Background: an optimization exercise with open tools, aiming at small area, a short achievable clock period and few clock cycles per item. Do not read the settings as production practice.
No functional check of the RTL was part of any run shown here.

### flow/flow/run.sh
#!/bin/bash
# Standard ORFS layout with a larger setup repair margin, no CTS dummy loads, clkbuf_8 sink clusters.
bash standard.sh SETUP_SLACK_MARGIN=14.6 "CTS_ARGS=-sink_clustering_enable -repair_clock_nets -dont_use_dummy_load -sink_clustering_size 16 -sink_clustering_max_diameter 50 -buf_list sky130_fd_sc_hd__clkbuf_8 -root_buf sky130_fd_sc_hd__clkbuf_16" finish > standard.log 2>&1
### flow/standard.sh
#!/bin/bash
# synth_recipe.tcl (not shown) runs the flow's synth.tcl, then flattens the netlist and writes it again
# the make line also repeats each setting of config.mk as NAME=value (left out here)
make -C /OpenROAD-flow-scripts/flow DESIGN_CONFIG=/design/flow/config.mk WORK_HOME=/design/flow/orfs CLKGATE_MAP_FILE= SYNTH_SCRIPT=/design/flow/synth_recipe.tcl "${@:-finish}"
### flow/config.mk
export PLATFORM = sky130hd
export DESIGN_NAME = intra4x4_pred_engine
export DESIGN_NICKNAME = intra4x4_pred_engine
export VERILOG_FILES = /design/flow/design.v
export SDC_FILE = /design/flow/constraint.sdc
export NUM_CORES = 4
export LEC_CHECK = 0
export CAP_MARGIN = 20
export CORE_MARGIN = 2
export CORE_UTILIZATION = 60
export SLEW_MARGIN = 20
### flow/constraint.sdc
create_clock -name core_clock -period 20.0 [get_ports {clk}]
set_input_delay 4.0000 -clock core_clock [delete_from_list [all_inputs] [get_ports {clk}]]
set_output_delay 4.0000 -clock core_clock [all_outputs]
set_load 0.01 [all_outputs]
### flow/design.v
module intra4x4_pred_engine #(
    parameter int PIX_W    = 8,
    parameter int BLK_COLS = 64,
    parameter int BLK_ROWS = 64,
    parameter int ADDR_W   = 14
) (
    input  logic                     clk,
    input  logic                     rst_n,
    input  logic                     start,
    input  logic [1:0]               mode_cfg,
    output logic                     fetch_req,
    output logic [ADDR_W-1:0]        fetch_addr,
    input  logic                     fetch_valid,
    input  logic [4*PIX_W-1:0]       fetch_data,
    output logic                     res_valid,
    input  logic                     res_ready,
    output logic [16*(PIX_W+1)-1:0]  res_data,
    output logic [1:0]               res_mode,
    output logic [PIX_W+3:0]         res_sad,
    output logic                     busy,
    output logic                     frame_done
);
    localparam int RES_W = PIX_W + 1;
    localparam int SAD_W = PIX_W + 4;
    localparam int ROW_W = 4 * PIX_W;
    localparam int COL_W = $clog2(BLK_COLS);
    localparam int BR_W  = $clog2(BLK_ROWS);
    localparam int CNT_W = BR_W + COL_W + 2;           
    localparam int NROWS = BLK_ROWS * BLK_COLS * 4;    
    localparam int RING  = BLK_COLS * 4;               
    localparam int LAG_W = $clog2(RING);
    localparam int WTAP  = 9;                          
    logic               running;        
    logic               idle;           
    logic               nreq;           
    logic               nvalid;         
    logic [1:0]         mode_q;
    logic [CNT_W-1:0]   fcnt;           
    logic               flast;          
    logic               fdone;          
    logic [CNT_W:0]     ecnt;           
    logic [LAG_W-1:0]   lag;            
    logic               lagz;           
    logic               lastres;        
    logic [ROW_W-1:0]   fifo [2];
    logic               wptr, rptr;
    logic [2:0]         fcount, fcount_n;   
    logic               fnz;            
    logic               to_x;           
    logic               from_f;         
    logic               xfer, ev, pop, hs;
    logic [1:0]         er;             
    logic               e_flush;        
    logic               e_flush_ok;     
    logic               e_res1;         
    logic               e_res;          
    assign xfer       = !nreq && fetch_valid;
    assign hs         = !nvalid && res_ready;
    assign er         = ecnt[1:0];
    assign e_flush    = ecnt[CNT_W];
    assign e_flush_ok = (ecnt[CNT_W-1:2] == '0);
    assign e_res1     = (er == 2'd2) && (ecnt[CNT_W:2] != '0);
    assign e_res      = (er == 2'd3) && (ecnt[CNT_W:2] != '0);
    assign ev         = !idle && lagz && (e_flush ? e_flush_ok : fnz) && !(e_res1 && !nvalid);
    assign pop        = ev && !e_flush;
    assign to_x       = (fcount == 3'd0) || (pop && fcount == 3'd1);
    assign from_f     = pop && (fcount >= 3'd2);
    logic [2:0]         fc_x, fc_nx;    
    logic               fr_x, fr_nx;    
    assign fc_x       = fcount + 3'd1 - 3'(pop);
    assign fc_nx      = fcount - 3'(pop);
    assign fcount_n   = xfer ? fc_x : fc_nx;
    assign fr_x       = !(fdone || flast) && (fc_x != 3'd3);
    assign fr_nx      = !fdone && (fc_nx != 3'd3);
    assign fetch_addr = {fcnt[CNT_W-1 -: BR_W], fcnt[1:0], fcnt[2 +: COL_W]};
    assign busy       = running;
    always_ff @(posedge clk or negedge rst_n) begin
        if (!rst_n) begin
            running    <= 1'b0;
            idle       <= 1'b1;
            nreq       <= 1'b1;
            nvalid     <= 1'b1;
            fetch_req  <= 1'b0;
            res_valid  <= 1'b0;
            frame_done <= 1'b0;
        end else begin
            frame_done <= hs && lastres;
            if (idle) begin
                if (start) begin
                    running   <= 1'b1;
                    idle      <= 1'b0;
                    nreq      <= 1'b0;
                    fetch_req <= 1'b1;
                end
            end else begin
                if (nreq) begin
                    fetch_req <= fr_nx;
                    nreq      <= !fr_nx;
                end else begin
                    fetch_req <= fetch_valid ? fr_x : 1'b1;
                    nreq      <= fetch_valid ? !fr_x : 1'b0;
                end
                if (ev && e_res) begin
                    res_valid <= 1'b1;
                    nvalid    <= 1'b0;
                end else if (hs) begin
                    res_valid <= 1'b0;
                    nvalid    <= 1'b1;
                    if (lastres) begin
                        running <= 1'b0;
                        idle    <= 1'b1;
                    end
                end
            end
        end
    end
    always_ff @(posedge clk) begin
        if (idle) begin
            mode_q    <= mode_cfg;
            fcnt      <= '0;
            flast     <= 1'b0;
            fdone     <= 1'b0;
            ecnt      <= '0;
            lag       <= '0;
            lagz      <= 1'b1;
            lastres   <= 1'b0;
            wptr      <= '0;
            rptr      <= '0;
            fcount    <= '0;
            fnz       <= 1'b0;
        end else begin
            if (xfer) begin
                fcnt     <= fcnt + CNT_W'(1);
                flast    <= (fcnt == CNT_W'(NROWS - 2));
                if (!to_x) wptr <= !wptr;
                if (flast) fdone <= 1'b1;
            end
            fcount <= fcount_n;
            fnz    <= xfer ? (fc_x != 3'd0) : (fc_nx != 3'd0);
            if (from_f) rptr <= !rptr;
            if (ev) ecnt <= ecnt_n;
            if (ev || ecnt == '0) begin
                lag  <= '0;
                lagz <= 1'b1;
            end else begin
                lag  <= lag + LAG_W'(1);
                lagz <= (lag == LAG_W'(RING - 1));
            end
            if (ev && e_res && e_flush) lastres <= 1'b1;
        end
    end
    logic [ROW_W-1:0]   x_row;
    always_ff @(posedge clk) begin
        if (!nreq) fifo[wptr] <= fetch_data;
        if (pop || fcount == 3'd0)
            x_row <= from_f ? fifo[rptr] : fetch_data;
    end
    logic [ROW_W-1:0]   chain [6];      
    logic [PIX_W-1:0]   lcol  [4];      
    logic [PIX_W-1:0]   dcr, dcr2;
    logic [SAD_W-1:0]   acc [3];        
    logic [PIX_W:0]     pr  [3][2];     
    logic               sg  [3][2];     
    logic [1:0]         sel_q;
    logic [SAD_W-1:0]   sad_q;
    logic [PIX_W-1:0]   ring [RING];
    logic               ring_we;
    logic [PIX_W-1:0]   top_q [4];      
    assign ring_we = ev && e_res;
    always_ff @(posedge clk) begin
        for (int k = 0; k < RING; k++) begin
            if (k >= WTAP && k < WTAP + 4 && ring_we)
                ring[k] <= chain[3][(k - WTAP)*PIX_W +: PIX_W];
            else
                ring[k] <= ring[(k + RING - 1) % RING];
        end
        if (ev && er == 2'd3) begin
            for (int c = 0; c < 4; c++) top_q[c] <= ring[c];
        end
    end
    always_ff @(posedge clk) begin
        if (ev) begin
            chain[0] <= x_row;
            for (int k = 1; k < 6; k++) chain[k] <= chain[k - 1];
            lcol[0] <= chain[5][ROW_W-1 -: PIX_W];
            for (int k = 1; k < 4; k++) lcol[k] <= lcol[k - 1];
        end
    end
    function automatic logic [PIX_W:0] rsub(input logic [PIX_W-1:0] a,
                                            input logic [PIX_W-1:0] b);
        logic cy;
        cy = 1'b1;
        for (int i = 0; i < PIX_W; i++) begin
            rsub[i] = a[i] ^ ~b[i] ^ cy;
            cy      = (a[i] & ~b[i]) | (cy & (a[i] ^ ~b[i]));
        end
        rsub[PIX_W] = ~cy;
    endfunction
    function automatic logic [PIX_W-1:0] mag(input logic [PIX_W:0] d);
        mag = d[PIX_W-1:0] ^ {PIX_W{d[PIX_W]}};
    endfunction
    logic [PIX_W-1:0]   pred_sad [3][4];
    logic [PIX_W:0]     dd [3][4];
    always_comb begin
        for (int c = 0; c < 4; c++) begin
            pred_sad[0][c] = dcr;
            pred_sad[1][c] = chain[3][ROW_W-1 -: PIX_W];    
            pred_sad[2][c] = top_q[c];
            for (int m = 0; m < 3; m++)
                dd[m][c] = rsub(x_row[c*PIX_W +: PIX_W], pred_sad[m][c]);
        end
    end
    logic               p_v, p_row0, p_row3, p_tav, p_lav;
    logic               a_v, a_tav, a_lav;
    logic [SAD_W-1:0]   acc_n [3];
    always_comb begin
        for (int m = 0; m < 3; m++) begin
            acc_n[m] = (p_row0 ? SAD_W'(0) : acc[m])
                     + SAD_W'(pr[m][0]) + SAD_W'(pr[m][1])
                     + SAD_W'(sg[m][0]) + SAD_W'(sg[m][1]);
        end
    end
    always_ff @(posedge clk) begin
        p_v    <= pop;
        p_row0 <= (er == 2'd0);
        p_row3 <= (er == 2'd3);
        p_tav  <= (ecnt[2 + COL_W +: BR_W] != '0);
        p_lav  <= (ecnt[2 +: COL_W] != '0);
        for (int m = 0; m < 3; m++) begin
            for (int h = 0; h < 2; h++) begin
                pr[m][h] <= (PIX_W+1)'(mag(dd[m][2*h])) + (PIX_W+1)'(mag(dd[m][2*h+1]))
                          + (PIX_W+1)'(dd[m][2*h][PIX_W]);
                sg[m][h] <= dd[m][2*h+1][PIX_W];
            end
        end
        a_v   <= p_v && p_row3;
        a_tav <= p_tav;
        a_lav <= p_lav;
        if (p_v) begin
            for (int m = 0; m < 3; m++) acc[m] <= acc_n[m];
        end
    end
    logic [COL_W-1:0]   e_bc;
    logic [BR_W-1:0]    e_br;
    logic               n_tav, n_lav;   
    logic [CNT_W:0]     ecnt_n;
    logic [SAD_W-1:0]   sum_t, sum_l, dc_tmp;
    assign ecnt_n = ecnt + (CNT_W+1)'(1);
    assign e_bc   = ecnt_n[2 +: COL_W];
    assign e_br   = ecnt_n[2 + COL_W +: BR_W];
    always_ff @(posedge clk) begin
        if (idle) begin
            n_lav <= 1'b1;
            n_tav <= 1'b0;
        end else if (ev) begin
            n_lav <= (e_bc != COL_W'(BLK_COLS - 1));
            n_tav <= (e_br != '0) || (e_bc == COL_W'(BLK_COLS - 1));
        end
    end
    always_comb begin
        sum_t = SAD_W'(ring[0]) + SAD_W'(ring[1]) + SAD_W'(ring[2]) + SAD_W'(ring[3]);
        sum_l = SAD_W'(x_row[ROW_W-1 -: PIX_W]) + SAD_W'(chain[0][ROW_W-1 -: PIX_W])
              + SAD_W'(chain[1][ROW_W-1 -: PIX_W]) + SAD_W'(chain[2][ROW_W-1 -: PIX_W]);
        if (n_tav && n_lav)  dc_tmp = (sum_t + sum_l + SAD_W'(4)) >> 3;
        else if (n_tav)      dc_tmp = (sum_t + SAD_W'(2)) >> 2;
        else if (n_lav)      dc_tmp = (sum_l + SAD_W'(2)) >> 2;
        else                 dc_tmp = SAD_W'(1) << (PIX_W - 1);
    end
    always_ff @(posedge clk) begin
        if (idle) begin
            dcr  <= 8'd128;                                  
        end else if (ev && er == 2'd3) begin
            dcr  <= dc_tmp[PIX_W-1:0];
            dcr2 <= dcr;
        end
    end
    logic [1:0]         sel;
    logic [SAD_W-1:0]   sad_sel;
    logic               v_lt_dc, h_lt_dc, h_lt_v, pick_v, pick_h;
    function automatic logic rlt(input logic [SAD_W-1:0] a, input logic [SAD_W-1:0] b);
        logic bw;
        bw = 1'b0;
        for (int i = 0; i < SAD_W; i++)
            bw = (~a[i] & b[i]) | (~(a[i] ^ b[i]) & bw);
        rlt = bw;
    endfunction
    always_comb begin
        v_lt_dc = rlt(acc[2], acc[0]);
        h_lt_dc = rlt(acc[1], acc[0]);
        h_lt_v  = rlt(acc[1], acc[2]);
        pick_v  = a_tav && v_lt_dc;
        pick_h  = a_lav && (pick_v ? h_lt_v : h_lt_dc);
        sel = 2'b00;
        case (mode_q)
            2'b01: if (a_lav) sel = 2'b01;
            2'b10: if (a_tav) sel = 2'b10;
            2'b11: sel = pick_h ? 2'b01 : (pick_v ? 2'b10 : 2'b00);
            default: sel = 2'b00;
        endcase
        case (sel)
            2'b01:   sad_sel = acc[1];
            2'b10:   sad_sel = acc[2];
            default: sad_sel = acc[0];
        endcase
    end
    always_ff @(posedge clk) begin
        if (a_v) begin
            sel_q <= sel;
            sad_q <= sad_sel;
        end
    end
    logic [PIX_W-1:0]   tv [4];         
    logic [PIX_W-1:0]   pa_pred [4], pb_pred [4];
    logic [4*RES_W-1:0] res_a, res_b;
    always_comb begin
        for (int c = 0; c < 4; c++) begin
            tv[c] = e_res1 ? ring[c + 7] : ring[c + 8];
            case (sel_q)
                2'b01: begin
                    pa_pred[c] = lcol[3];
                    pb_pred[c] = lcol[1];
                end
                2'b10: begin
                    pa_pred[c] = tv[c];
                    pb_pred[c] = tv[c];
                end
                default: begin
                    pa_pred[c] = dcr2;
                    pb_pred[c] = dcr2;
                end
            endcase
            res_a[c*RES_W +: RES_W] = rsub(chain[5][c*PIX_W +: PIX_W], pa_pred[c]);
            res_b[c*RES_W +: RES_W] = rsub(chain[3][c*PIX_W +: PIX_W], pb_pred[c]);
        end
    end
    always_ff @(posedge clk) begin
        if (ev && e_res1) begin
            res_data[0*4*RES_W +: 4*RES_W] <= res_a;
            res_data[2*4*RES_W +: 4*RES_W] <= res_b;
            res_mode <= sel_q;
            res_sad  <= sad_q;
        end
        if (ev && e_res) begin
            res_data[1*4*RES_W +: 4*RES_W] <= res_a;
            res_data[3*4*RES_W +: 4*RES_W] <= res_b;
        end
    end
endmodule
==> metrics.md, run 1 <==
| Metric | Value |
|---|---|
| Status | `no timing/DRC/antenna violations` |
| Largest family of logic cells by synthesized area | `adder cells` |
| Total track usage | `between 10% and 20%` |
| Total grt overflow | `0` |
| Starting Density | `~60%` |
| FF-to-FF End | `res_data[7]` |
| CP endpoint | `res_data[106]` |
| Vias | `32100` |
| IO Pins | `approximately 220` |
| Critical path class | `register to output port` |
| Synth Cell Area | `~75000 um2` |
| Hold Worst Slack | `about 0.26 ns` |
| Critical path's top delay family | `flip-flops` |
| CTS tree | `yes` |
| Yosys top cell area share | `57.70%` |
| Tmin final | `around 5.4 ns` |
| Setup Skew | `0.1331 ns` |
| Main flop type after synthesis | `dfxtp_1` |
| F_max | `approximately 190 MHz` |
| RR Startpoint | `ecnt[2]` |
| Synth top cells by count | `dfxtp_1, edfxtp_1, fa_1` |
| Total die area | `~130000 um2` |
| Adder-Cell Fraction of Synth Area | `between 8 and 9%` |
| Sink Count | `approximately 2800` |
| Critical Path Stages | `1` |
| Syn_nets | `between 4000 and 5000` |
| FP Rows | `130` |
| M1 wire length | `61000 um` |
| Post-Route WL | `119100 um` |
| Clock Path Buffers | `3` |
| Synth async-reset ratio | `0.2545%` |
| Synth unique cells | `63` |
| Actual slew at the worst max-slew pin | `0.9709 ns` |
| Mux cell area share after synthesis | `less than 1%` |
| Vias in the first global route | `between 30000 and 40000` |
| CP max stage delay | `approximately 0.43 ns` |
| Util after Layout | `between 60% and 70%` |
| EDFF count, synth | `570` |
| CTS buffer count | `around 210` |
| Final setup violation count | `0` |
| Finished Cell Area | `just over 80000 um2` |
| Initial antenna violation count | `2` |
| DRT antenna net count | `0` |
| Crit path max fanout | `1` |
| Worst setup SP type | `register` |
| Share of layout cells above drive strength 1 | `11.40%` |
| Final period util | `between 20% and 30%` |
| DR vias/cell | `4.852` |
| Fill cells | `around 8900` |
| Largest area contributor in the netlist | `dfxtp_1` |
| CP max stage cell | `edfxtp_1` |
| Port bufs | `approximately 210` |
| Register bit total from synthesis | `~2800` |
| Critical Path RT | `about 16 ns` |
| First-pass GRT wire length | `approximately 180000 um` |
| TritonRoute pass-1 iters | `5` |
| Sequential area share after synthesis | `80.63%` |
| Worst path bufs/invs | `1` |
| Clk slew on worst S/H paths | `approximately 0.1 ns` |
| DRC viols | `0` |
| Final Hold Violating Endpoints | `0` |
| Met3 wire len | `5639 um` |
| XOR/XNOR Fraction of Synth Area | `about 2.6%` |
| Uppermost layer routed | `met4` |
| Core area | `roughly 130000 um2` |
| DP Wirelength | `a little under 80000 um` |
| Worst reg-to-reg setup slack | `between 10 and 15 ns` |
| Post-route setup TNS | `0 ns` |
| DRT iter0 DRCs | `about 2000` |
| Global placer's final weighted congestion | `approximately 0.8` |
| Layout area overhead | `9.211%` |
| Dominant cells by area after synthesis | `dfxtp_1, edfxtp_1, fa_1` |
| CTS H-tree depth | `4` |
| Slew headroom | `between 30% and 40%` |
| Crit path cell chain | `buf_2` |
| Synth Area in Compound Gates | `under 10%` |
| Worst EP arrival | `approximately 1.4 ns` |
| Fin. max-slew vios | `0` |
| Most frequent cell after synthesis | `dfxtp_1` |
| Largest net degree at the start of global routing | `between 150 and 200` |
| Simple-gate share of the synthesized area | `~2.6%` |
| DR WL/cell | `approximately 18 um` |
| Root Driver | `clkbuf_16` |
| Height of the die | `between 300 and 400 um` |
| Area post-placement | `~80000 um2` |
| Max_cap viols | `0` |
| Synthesized area per cell | `16.64 um2` |
| Die W | `between 300 and 400 um` |
| Nets | `around 5400` |
| RSZ-0062 raised after global routing | `yes` |
| Reg2Reg Depth | `17` |
| Synth Warn # | `between 200 and 300` |
| Met2 routed WL | `between 40000 and 50000 um` |
| Crit end category | `output port` |
| Worst setup startpoint | `res_data[106]` |
| Worst-skew pair later-pin latency | `around 0.79 ns` |
| Hold WC Path Type | `register to register` |
| Cells after Synth | `approximately 4500` |
## cell type report
type | count | area [um2] | area share, %
Antenna cell | 3 | 7.507 | 0.009113
Sequential cell | 2751 | 60850 | 73.87
Multi-Input combinational cell | 1538 | 13980 | 16.97
Timing Repair Buffer | 284 | 1889 | 2.293
Inverter | 181 | 691.9 | 0.8399
Tap cell | 1650 | 2064 | 2.506
Clock buffer | 209 | 2888 | 3.506
## flip-flops by register name, indices dropped and copies added (netlist names), 12 cells and up, named ones only
| name | count |
|---|---|
| ring | 2048 |
| chain | 192 |
| res_data | 144 |
| fifo | 64 |
| pr | 54 |
| acc | 36 |
| lcol | 32 |
| top_q | 32 |
| x_row | 32 |
| ecnt | 15 |
| fcnt | 14 |
| res_sad | 12 |
| sad_q | 12 |
## placed cells by master (no fill, tap or decap), types with 130 or more instances in the layout
cell	instances
dfxtp_1	2154
ha_1	171
clkbuf_8	208
fa_1	193
edfxtp_1	570
o21ai_0	143
buf_2	159
xnor2_1	130
nand2_1	185
inv_1	175
## kinds of logic after synthesis
| group | after synthesis |
|---|---|
| flops | 2751 |
| simple gates | 438 |
| compound gates | 427 |
| fa+ha+maj | 385 |
| buf+inv | 244 |
| xor+xnor | 220 |
| mux | 68 |
## timing repair
action / 4_1_cts / 5_1_grt
hold buffers: 0 / 0
pin swaps: 4 / 12
endpoints found under the setup margin: 204 / 86
setup buffers: 20 / 34
gates resized for setup: 742 / 77
## worst min-delay path by stage
stage,from,to,cells past startpoint
5_1_grt,ring[233][2],ring[234][2],0
2_1_floorplan,p_lav,a_lav,0
3_3_place_gp,ring[154][0],ring[155][0],0
6_report,ring[166][0],ring[167][0],0
3_5_place_dp,ring[101][5],ring[102][5],0
4_1_cts,ring[208][1],ring[209][1],0
## through the flow
stage | setup WS (ns) | std cells
CTS | 14.51 | 6579
finish | 14.62 | 6616
global placement | 14.13 | 6350
floorplan | 14.81 | 4533
global route | 14.51 | 6613
detailed placement | 14.14 | 6350
## per-layer routing
layer	GRT usage [%]	vias to the layer above
met1	29.48	15550
met4	5.850	0
met5	0	-
li1	-	15720
met2	26.71	638
met3	3.675	194
==> inputs of run 2 (changes only) <==
--- a/flow/design.v
+++ b/flow/design.v
@@ -30,5 +30,5 @@
     localparam int RING  = BLK_COLS * 4;               
     localparam int LAG_W = $clog2(RING);
-    localparam int WTAP  = 9;                          
+    localparam int WTAP  = 8;                          
     logic               running;        
     logic               idle;           
@@ -59,7 +59,7 @@
     assign er         = ecnt[1:0];
     assign e_flush    = ecnt[CNT_W];
-    assign e_flush_ok = (ecnt[CNT_W-1:2] == '0);
-    assign e_res1     = (er == 2'd2) && (ecnt[CNT_W:2] != '0);
-    assign e_res      = (er == 2'd3) && (ecnt[CNT_W:2] != '0);
+    assign e_flush_ok = (ecnt[CNT_W-1:2] == '0) && (er != 2'd3);
+    assign e_res1     = (er == 2'd1) && (ecnt[CNT_W:2] != '0);
+    assign e_res      = (er == 2'd2) && (ecnt[CNT_W:2] != '0);
     assign ev         = !idle && lagz && (e_flush ? e_flush_ok : fnz) && !(e_res1 && !nvalid);
     assign pop        = ev && !e_flush;
@@ -156,7 +156,8 @@
             x_row <= from_f ? fifo[rptr] : fetch_data;
     end
-    logic [ROW_W-1:0]   chain [6];      
+    logic [ROW_W-1:0]   chain [5];      
     logic [PIX_W-1:0]   lcol  [4];      
     logic [PIX_W-1:0]   dcr, dcr2;
+    logic [PIX_W+1:0]   psum;
     logic [SAD_W-1:0]   acc [3];        
     logic [PIX_W:0]     pr  [3][2];     
@@ -167,9 +168,10 @@
     logic               ring_we;
     logic [PIX_W-1:0]   top_q [4];      
+    logic [PIX_W+1:0]   sum_t_q;        
     assign ring_we = ev && e_res;
     always_ff @(posedge clk) begin
         for (int k = 0; k < RING; k++) begin
             if (k >= WTAP && k < WTAP + 4 && ring_we)
-                ring[k] <= chain[3][(k - WTAP)*PIX_W +: PIX_W];
+                ring[k] <= chain[2][(k - WTAP)*PIX_W +: PIX_W];
             else
                 ring[k] <= ring[(k + RING - 1) % RING];
@@ -178,10 +180,12 @@
             for (int c = 0; c < 4; c++) top_q[c] <= ring[c];
         end
+        sum_t_q <= (PIX_W+2)'(ring[RING - 1]) + (PIX_W+2)'(ring[0])
+                 + (PIX_W+2)'(ring[1]) + (PIX_W+2)'(ring[2]);
     end
     always_ff @(posedge clk) begin
         if (ev) begin
             chain[0] <= x_row;
-            for (int k = 1; k < 6; k++) chain[k] <= chain[k - 1];
-            lcol[0] <= chain[5][ROW_W-1 -: PIX_W];
+            for (int k = 1; k < 5; k++) chain[k] <= chain[k - 1];
+            lcol[0] <= chain[4][ROW_W-1 -: PIX_W];
             for (int k = 1; k < 4; k++) lcol[k] <= lcol[k - 1];
         end
@@ -212,5 +216,4 @@
     end
     logic               p_v, p_row0, p_row3, p_tav, p_lav;
-    logic               a_v, a_tav, a_lav;
     logic [SAD_W-1:0]   acc_n [3];
     always_comb begin
@@ -234,7 +237,4 @@
             end
         end
-        a_v   <= p_v && p_row3;
-        a_tav <= p_tav;
-        a_lav <= p_lav;
         if (p_v) begin
             for (int m = 0; m < 3; m++) acc[m] <= acc_n[m];
@@ -245,5 +245,5 @@
     logic               n_tav, n_lav;   
     logic [CNT_W:0]     ecnt_n;
-    logic [SAD_W-1:0]   sum_t, sum_l, dc_tmp;
+    logic [SAD_W-1:0]   dc_sum, dc_tmp;
     assign ecnt_n = ecnt + (CNT_W+1)'(1);
     assign e_bc   = ecnt_n[2 +: COL_W];
@@ -259,10 +259,8 @@
     end
     always_comb begin
-        sum_t = SAD_W'(ring[0]) + SAD_W'(ring[1]) + SAD_W'(ring[2]) + SAD_W'(ring[3]);
-        sum_l = SAD_W'(x_row[ROW_W-1 -: PIX_W]) + SAD_W'(chain[0][ROW_W-1 -: PIX_W])
-              + SAD_W'(chain[1][ROW_W-1 -: PIX_W]) + SAD_W'(chain[2][ROW_W-1 -: PIX_W]);
-        if (n_tav && n_lav)  dc_tmp = (sum_t + sum_l + SAD_W'(4)) >> 3;
-        else if (n_tav)      dc_tmp = (sum_t + SAD_W'(2)) >> 2;
-        else if (n_lav)      dc_tmp = (sum_l + SAD_W'(2)) >> 2;
+        dc_sum = SAD_W'(psum) + SAD_W'(x_row[ROW_W-1 -: PIX_W]);
+        if (n_tav && n_lav)  dc_tmp = (SAD_W'(sum_t_q) + dc_sum + SAD_W'(4)) >> 3;
+        else if (n_tav)      dc_tmp = (SAD_W'(sum_t_q) + SAD_W'(2)) >> 2;
+        else if (n_lav)      dc_tmp = (dc_sum + SAD_W'(2)) >> 2;
         else                 dc_tmp = SAD_W'(1) << (PIX_W - 1);
     end
@@ -274,36 +272,33 @@
             dcr2 <= dcr;
         end
+        if (ev && er == 2'd2)
+            psum <= (PIX_W+2)'(x_row[ROW_W-1 -: PIX_W])
+                  + (PIX_W+2)'(chain[0][ROW_W-1 -: PIX_W])
+                  + (PIX_W+2)'(chain[1][ROW_W-1 -: PIX_W]);
     end
     logic [1:0]         sel;
     logic [SAD_W-1:0]   sad_sel;
     logic               v_lt_dc, h_lt_dc, h_lt_v, pick_v, pick_h;
-    function automatic logic rlt(input logic [SAD_W-1:0] a, input logic [SAD_W-1:0] b);
-        logic bw;
-        bw = 1'b0;
-        for (int i = 0; i < SAD_W; i++)
-            bw = (~a[i] & b[i]) | (~(a[i] ^ b[i]) & bw);
-        rlt = bw;
-    endfunction
     always_comb begin
-        v_lt_dc = rlt(acc[2], acc[0]);
-        h_lt_dc = rlt(acc[1], acc[0]);
-        h_lt_v  = rlt(acc[1], acc[2]);
-        pick_v  = a_tav && v_lt_dc;
-        pick_h  = a_lav && (pick_v ? h_lt_v : h_lt_dc);
+        v_lt_dc = acc_n[2] < acc_n[0];
+        h_lt_dc = acc_n[1] < acc_n[0];
+        h_lt_v  = acc_n[1] < acc_n[2];
+        pick_v  = p_tav && v_lt_dc;
+        pick_h  = p_lav && (pick_v ? h_lt_v : h_lt_dc);
         sel = 2'b00;
         case (mode_q)
-            2'b01: if (a_lav) sel = 2'b01;
-            2'b10: if (a_tav) sel = 2'b10;
+            2'b01: if (p_lav) sel = 2'b01;
+            2'b10: if (p_tav) sel = 2'b10;
             2'b11: sel = pick_h ? 2'b01 : (pick_v ? 2'b10 : 2'b00);
             default: sel = 2'b00;
         endcase
         case (sel)
-            2'b01:   sad_sel = acc[1];
-            2'b10:   sad_sel = acc[2];
-            default: sad_sel = acc[0];
+            2'b01:   sad_sel = acc_n[1];
+            2'b10:   sad_sel = acc_n[2];
+            default: sad_sel = acc_n[0];
         endcase
     end
     always_ff @(posedge clk) begin
-        if (a_v) begin
+        if (p_v && p_row3) begin
             sel_q <= sel;
             sad_q <= sad_sel;
@@ -315,5 +310,5 @@
     always_comb begin
         for (int c = 0; c < 4; c++) begin
-            tv[c] = e_res1 ? ring[c + 7] : ring[c + 8];
+            tv[c] = e_res1 ? ring[c + 6] : ring[c + 7];
             case (sel_q)
                 2'b01: begin
@@ -330,6 +325,6 @@
                 end
             endcase
-            res_a[c*RES_W +: RES_W] = rsub(chain[5][c*PIX_W +: PIX_W], pa_pred[c]);
-            res_b[c*RES_W +: RES_W] = rsub(chain[3][c*PIX_W +: PIX_W], pb_pred[c]);
+            res_a[c*RES_W +: RES_W] = rsub(chain[4][c*PIX_W +: PIX_W], pa_pred[c]);
+            res_b[c*RES_W +: RES_W] = rsub(chain[2][c*PIX_W +: PIX_W], pb_pred[c]);
         end
     end
==> run 2 against run 1 <==
Compared with the run above:
- first-iteration DRC count increased by 5.6%
- die area rose by 0.45%
- register-to-register slack got worse by 0.16 ns
- final cell count up 2.9%
- hold slack improved by 0.0048 ns
- wire length is 4.9% higher
- critical endpoint is now sad_q[11]
- synthesized cell count is 3.2% higher
- synthesized area up 0.46%
- via count grew 3.3%
- cell area rose by 1.7%
==> metrics.md, run 2 <==
| Metric | Value |
|---|---|
| Status | `no timing/DRC/antenna violations` |
| Clk slew on worst S/H paths | `about 0.09 ns` |
| XOR/XNOR Fraction of Synth Area | `approximately 2.5%` |
| RSZ-0062 raised after global routing | `yes` |
| Simple-gate share of the synthesized area | `~3%` |
| Synth Warn # | `266` |
| Nets | `approximately 5600` |
| Dominant cells by area after synthesis | `dfxtp_1, edfxtp_1, fa_1` |
| Worst reg-to-reg setup slack | `between 10 and 15 ns` |
| Worst Hold Path Cells | `0` |
| Final setup violation count | `0` |
| Setup Skew | `roughly 0.095 ns` |
| Slew headroom | `28.72%` |
| Adder-Cell Fraction of Synth Area | `under 10%` |
| Crit path max fanout | `7` |
| Hold Worst Slack | `roughly 0.26 ns` |
| Total track usage | `about 19%` |
| Commonest non-fill, non-tap cells in the layout | `dfxtp_1, edfxtp_1, inv_1` |
| Mux cell area share after synthesis | `less than 1%` |
| Tmin final | `approximately 5.4 ns` |
| Post-Route WL | `around 120000 um` |
| Synth top cells by count | `dfxtp_1, edfxtp_1, inv_1` |
| CTS H-tree depth | `4` |
| Share of layout cells above drive strength 1 | `around 15%` |
| Starting Density | `between 60% and 70%` |
| Initial antenna violation count | `1` |
| Root Driver | `clkbuf_16` |
| DRT iter0 DRCs | `about 2200` |
| Fin. max-slew vios | `0` |
| Actual slew at the worst max-slew pin | `1.069 ns` |
| Final period util | `between 20% and 30%` |
| Vias in the first global route | `about 33000` |
| Layout area overhead | `10.61%` |
| Crit end category | `register` |
| Clock Path Buffers | `3` |
| Register bit total from synthesis | `about 2700` |
| Worst setup SP type | `register` |
| EDFF count, synth | `548` |
| Worst-skew pair later-pin latency | `0.77 ns` |
| F_max | `~180 MHz` |
| Syn_nets | `slightly above 5000` |
| Synth Cell Area | `approximately 76000 um2` |
| Die W | `~360 um` |
| Area of the multi-input gates | `roughly 15000 um2` |
| Max FFs per register | `around 2000` |
| Port bufs | `between 200 and 250` |
| Critical path class | `register to register` |
| Total die area | `between 100000 and 150000 um2` |
| Final Hold Violating Endpoints | `0` |
| Commonest non-fill, non-tap cell in the layout | `dfxtp_1` |
| Sink Count | `around 2700` |
| Largest family of logic cells by synthesized area | `adder cells` |
| Total grt overflow | `0` |
| CTS buffer count | `208` |
| DRT antenna net count | `0` |
| Vias | `approximately 33000` |
| Largest Register | `ring` |
| Global placer's final weighted congestion | `0.8279` |
| Critical Path RT | `about 21 ns` |
| Crit path cell chain | `buf_12 > clkbuf_16 > nor2b_1 > fa_1 > ha_1 > a21o_1 > a31oi_2 > a211oi_1 > o21ai_0 > a21boi_0 > o21ai_0 > mux2_2 > inv_1 > ha_4 > a221o_2 > a31oi_1 > o41a_1 > buf_4 > a211o_1 > ha_4 > or4b_4 > o311ai_2` |
| DP Wirelength | `around 81000 um` |
| Post-route setup TNS | `0 ns` |
| Synth unique cells | `86` |
| FP Rows | `130` |
| DR vias/cell | `approximately 4.9` |
| Fill cells | `8920` |
| Max_cap viols | `0` |
| DR WL/cell | `18.35 um` |
| Largest net degree at the start of global routing | `95` |
| Synthesized area per cell | `16.20 um2` |
| Worst EP arrival | `about 6.0 ns` |
| Most frequent cell after synthesis | `dfxtp_1` |
| CP max stage delay | `~0.52 ns` |
| Synth async-reset ratio | `less than 1%` |
| Util after Layout | `66.83%` |
| Height of the die | `about 360 um` |
| CP max stage cell | `or4b_4` |
| Worst setup margin | `about 15 ns` |
| Largest regs | `ring: 2048 flops, chain: 160 flops, res_data: 144 flops` |
| Reg2Reg Depth | `22` |
| Largest area contributor in the netlist | `dfxtp_1` |
| CTS tree | `yes` |
| Yosys top cell area share | `between 50 and 60%` |
| Sequential area share after synthesis | `~80%` |
| TritonRoute pass-1 iters | `6` |
| Cells after Synth | `roughly 4700` |
| Register area | `between 60000 and 70000 um2` |
| Dpl ws | `between 10 and 15 ns` |
| DRC viols | `0` |
| Core area | `between 100000 and 150000 um2` |
| First-pass GRT wire length | `191100 um` |
| Synth Area in Compound Gates | `under 10%` |
| IO Pins | `215` |
| Hold WC Path Type | `register to register` |
| Main flop type after synthesis | `dfxtp_1` |
==> run 2: changes by cell type in the layout (fill, tap and decap cells not counted), sizes merged, moves of 10 or more <==
cell	delta
buf	+54
nand2b	+19
a22oi	-13
o21ai	-20
and3	+15
nand2	-32
edfxtp	-22
nand3	+10
a21oi	+34
nor2	+15
a21o	-13
nor2b	+13
inv	+72
==> run 2: metrics by stage <==
stage / instances / area [um2]
2_1_floorplan: 4678 / 75780
4_1_cts: 6727 / 82460
3_5_place_dp: 6487 / 79870
6_report: 6809 / 83810
5_1_grt: 6807 / 83810
3_3_place_gp: 6487 / 79870
==> run 2: repair_timing <==
action / in CTS / in global routing
setup buffers: 31 / 76
setup endpoints to repair: 250 / 82
gates resized for setup: 791 / 157
gates cloned: 1 / 4
pin swaps: 20 / 71
hold buffers: 0 / 0
==> run 2: cell families (layout without fill, tap and decap cells) <==
| logic type | count (synthesis) | count (layout) |
|---|---|---|
| adder cells (fa/ha/maj) | 380 | 380 |
| flip-flops | 2736 | 2736 |
| AO/OA/AOI/OAI | 469 | 469 |
| buffers and inverters | 322 | 801 |
| multiplexers | 69 | 69 |
| AND/OR/NAND/NOR | 487 | 487 |
| other | 0 | 2 |
| XOR/XNOR | 215 | 215 |
==> run 2: layout make-up <==
| class | instances | share of cell area, % |
|---|---|---|
| Timing Repair Buffer | 341 | 2.942 |
| Multi-Input combinational cell | 1620 | 18.01 |
| Tap cell | 1650 | 2.463 |
| Sequential cell | 2736 | 72.00 |
| Inverter | 252 | 1.148 |
| Clock buffer | 208 | 3.429 |
| Antenna cell | 2 | 0.005971 |
==> run 2: worst max-delay path: cells and delay by family (launching register included) <==
kind / cells / cell delay, ns
adders and majority gates: 4 / 1.23
muxes: 1 / 0.39
DFF: 1 / 0.39
buffers and inverters: 4 / 0.59
and+or+nand+nor: 2 / 0.65
AOI/OAI and AO/OA: 11 / 2.05
==> run 2: path summary, 6_finish.rpt <==
kind                             startpoint           to
min in group asynchronous             rst_n      running
max in group asynchronous             rst_n       nvalid
worst min register to register  ring[17][1]  ring[18][1]
worst max-delay path                 p_row0    sad_q[11]
worst max register to register       p_row0    sad_q[11]
worst min-delay path            ring[17][1]  ring[18][1]
==> run 2: per-layer routing <==
metal  GRT usage [%]  up-vias  share of wire [%]
li1                -    16310                  -
met1           28.89    16040                 49
met2           29.11      602                 44
met3           3.544      207                4.1
met4           6.081        0                2.4
met5               0        -                  0

## separate check: timing with driven ports
Ports are ideal in the flow. The routed layouts listed here were re-timed in OpenROAD. Step 1, drivers: a clkbuf_16 drives clk and a buf_2 each remaining input, both assumed. Step 2 adds t to the input delays and takes it off the output delays; t is the mean of the earliest and latest rising clock arrival at the registers after step 1. Input paths then give back, and output paths get back, about the clock's delay inside the block. Slacks: ideal ports / drivers / drivers and shift; pairs: ideal ports / drivers.
run	shift t [ns]	setup WS [ns]	hold slack, ns	worst setup path after step 2	worst data-port slew with drivers (ns)
run 1	0.812	14.622 / 14.546 / 14.216	0.259 / 0.259 / 0.259	input to register	0.05
run 2	0.800	14.569 / 14.517 / 13.954	0.264 / 0.264 / 0.264	input to register	0.08
After both steps every run listed still meets setup and hold. The setup slack of run 2, which loses most, moves by -0.052 ns with the drivers and by -0.615 ns with both steps.
